Background: an optimization exercise with open tools, aiming at small area and a short achievable clock period. Do not read the settings as production practice.
In this exercise RTL edits were held to simulation tests only and were not proved equivalent to the original.
Power and IR drop assume default switching activity.

## north
## rpn_cpu_core
module rpn_cpu_core #(
    parameter int DATA_W      = 8,
    parameter int NREG        = 32,
    parameter int ADDR_W      = 8,
    parameter int STACK_DEPTH = 4
) (
    input  logic                            clk,
    input  logic                            reset,
    input  logic                            step,
    input  logic [3:0]                      evt,
    input  logic [DATA_W-1:0]               din,
    input  logic [11+2*DATA_W+ADDR_W-1:0]   instr,
    output logic [ADDR_W-1:0]               ip,
    output logic [DATA_W-1:0]               dout,
    output logic [DATA_W-1:0]               gpo,
    output logic [DATA_W-1:0]               flags
);
Size in the first run: roughly 1,800 cells after synthesis, roughly 300 flip-flops, ~82 I/O pins, about 19,000 sq um of cells after synthesis.
export LEC_CHECK = 0
export CAP_MARGIN = 20
export CELL_PAD_IN_SITES_DETAIL_PLACEMENT = 1
export CORE_MARGIN = 2
export CORE_UTILIZATION = 35
export CTS_BUF_LIST = sky130_fd_sc_hd__clkbuf_8 sky130_fd_sc_hd__clkbuf_16
export CTS_CLUSTER_DIAMETER = 90
export CTS_CLUSTER_SIZE = 20
export PLACE_DENSITY = 0.5
export SETUP_SLACK_MARGIN = 2.5
export SLEW_MARGIN = 20
create_clock -name core_clock -period 13.0 [get_ports {clk}]
standard.sh (not shown) runs the stock make flow with config.mk's settings and CLKGATE_MAP_FILE= SYNTH_SCRIPT=/design/flow/synth_recipe.tcl, a recipe that flattens the netlist after the stock synthesis.
==> flow/flow/run.sh <==
#!/bin/bash
# Standard ORFS layout, except that:
# - each register-file read port (modules rpn_rdport, rpn_rdsel, rpn_rdsel2) is synthesised
#   from a hand-mapped cell netlist (flow/rdport_map.v: a one-hot AND-OR of a222oi cells)
#   instead of Yosys/ABC's mapping; all registers and the rest of the design go through the
#   standard synthesis unchanged;
# - the port buffers are buf_1 cells (resized later where timing needs it).
set -euo pipefail
python3 flow/subst.py design.v flow/rdport_map.v design_mapped.v > subst.log 2>&1
bash standard.sh VERILOG_FILES="$PWD/design_mapped.v" \
    "BUFFER_PORTS_ARGS=-buffer_cell sky130_fd_sc_hd__buf_1" finish > standard.log 2>&1
Other scripts of this flow, unchanged in this note and not shown: flow/flow/rdport_map.v, flow/flow/subst.py
Here is what was changed in the inputs of south compared with north.
- clearing CELL_PAD_IN_SITES_DETAIL_PLACEMENT, which used to be 1
- clearing CTS_BUF_LIST, which used to be sky130_fd_sc_hd__clkbuf_8 sky130_fd_sc_hd__clkbuf_16
- clearing CTS_CLUSTER_DIAMETER, which used to be 90
- clearing PLACE_DENSITY, which used to be 0.5
- clearing CTS_CLUSTER_SIZE, which used to be 20
- swapping 35 for 45 in CORE_UTILIZATION
==> flow/flow/run.sh <==
#!/bin/bash
# Standard ORFS layout, except that each register-file read port (module rpn_rdport) is
# synthesised from a hand-mapped cell netlist (flow/rdport_map.v, a one-hot AND-OR of a222oi
# cells) instead of Yosys/ABC's mapping. All registers and the rest of the design go through
# the standard synthesis unchanged.
set -euo pipefail
python3 flow/subst.py design.v flow/rdport_map.v design_mapped.v > subst.log 2>&1
bash standard.sh VERILOG_FILES="$PWD/design_mapped.v" finish > standard.log 2>&1
## What came out
south: done, clean on timing, DRC and antenna
Relative to north, utilization increased by 13 points in south.
Side by side, routed wire length turned out lower in south than in north.
south can be clocked slower than north.
Launch point of the worst path: instr[11] -> south, instr[22] -> north
Worst ir drop on vdd on south is behind north.
On switching portion of total power: between south and north, it ends up lower for south.
Here is what was changed in the inputs of east compared with south.
- PLACE_DENSITY now 0.5, previously not set
- CELL_PAD_IN_SITES_DETAIL_PLACEMENT now 1, previously not set
- CTS_BUF_LIST now sky130_fd_sc_hd__clkbuf_16, previously not set
- CORE_UTILIZATION now 35, was 45
- CTS_CLUSTER_DIAMETER now 100, previously not set
- CTS_CLUSTER_SIZE now 24, previously not set
==> flow/flow/run.sh <==
#!/bin/bash
# Standard ORFS layout, except that:
# - each register-file read port (modules rpn_rdport, rpn_rdsel, rpn_rdsel2) is synthesised
#   from a hand-mapped cell netlist (flow/rdport_map.v: a one-hot AND-OR of a222oi cells)
#   instead of Yosys/ABC's mapping; all registers and the rest of the design go through the
#   standard synthesis unchanged;
# - the port buffers are buf_1 cells (resized later where timing needs it).
set -euo pipefail
python3 flow/subst.py design.v flow/rdport_map.v design_mapped.v > subst.log 2>&1
bash standard.sh VERILOG_FILES="$PWD/design_mapped.v" \
    "BUFFER_PORTS_ARGS=-buffer_cell sky130_fd_sc_hd__buf_1" finish > standard.log 2>&1
[summary]
Diff south -> east: first-pass GRT wire length rose 5.3%; final number of hold-violating endpoints about even; worst hold slack rose 0.022 ns; power fell about 6%. Fraction of standard cell area that is sequential for east: 1.3 points up relative to south. The lower clock network power share of south and east is in east. Combinational cell fraction of total power in east vs south: up 3.3 points. The higher post-route worst setup slack of south and east is in east. Changes observed in east relative to south: number of global-route vias before repair increased 347, placed instance area decreased about 1.2%, remaining max-slew budget at the tightest pin decreased 4.4 points.
> inputs changed (east -> west)
- CAP_MARGIN changed from 20 to 10
- CTS_CLUSTER_DIAMETER changed from 100 to 80
- SLEW_MARGIN changed from 20 to 10
- CTS_CLUSTER_SIZE changed from 24 to 16
- CTS_BUF_LIST changed from sky130_fd_sc_hd__clkbuf_16 to sky130_fd_sc_hd__clkbuf_8
Findings:
Side by side, finished layout cell area turned out lower in west than in east.
From east to west the numbers moved as follows: final routed wire length divided by cell count now sits at about the same level; wire length about even.
NOTE cell internal power dissipation east->west decreased by a few percent
In west the power share of the clock group turned out 2.4 points lower than in east.
As far as tightest hold margin is concerned, west and east perform about the same.
The post-synthesis to final-layout area growth in west was lower than what east gave.
On combinational power, east and west are neck and neck.
east reports its beginning of the critical path as instr[22] while west reports instr[21].
Looking at end point of the critical path, the rf_q[79]$_DFFE_PP_ result is from west; the rf_q[87]$_DFFE_PP_ one comes from east.
On post-route fraction of the period consumed by the critical path, east and west are basically level.

==> afterwards: timing with drivers on the ports <==
How much do the figures lean on ideal ports? The routed layouts below were timed once more, with nothing changed but the port constraints.
Step 1: set_driving_cell puts a clkbuf_16 on clk and a buf_2 on each other input, an assumption about the parent block.
Step 2 times the ports against the registers' clock, not the clock port: input delays grow and output delays shrink by t, the midpoint of the rising clock arrivals with the driver on.
Three values: ideal, step 1, step 2; two values: the first two.
run	shift t [ns]	setup slack, ns	worst hold slack (ns)	slew at the worst register clock pin (ns)
north	0.615	2.437 / 2.398 / 1.783	0.637 / 0.637 / 0.637	0.09 / 0.09
south	0.611	2.400 / 2.435 / 1.824	0.620 / 0.620 / 0.620	0.07 / 0.07
east	0.615	2.452 / 2.425 / 1.811	0.642 / 0.642 / 0.642	0.10 / 0.10
west	0.710	2.439 / 2.393 / 1.683	0.641 / 0.641 / 0.641	0.11 / 0.11
After both steps setup and hold are still met in every run listed. The setup slack of west, which loses most, moves by -0.046 ns with the drivers and by -0.756 ns with both steps.
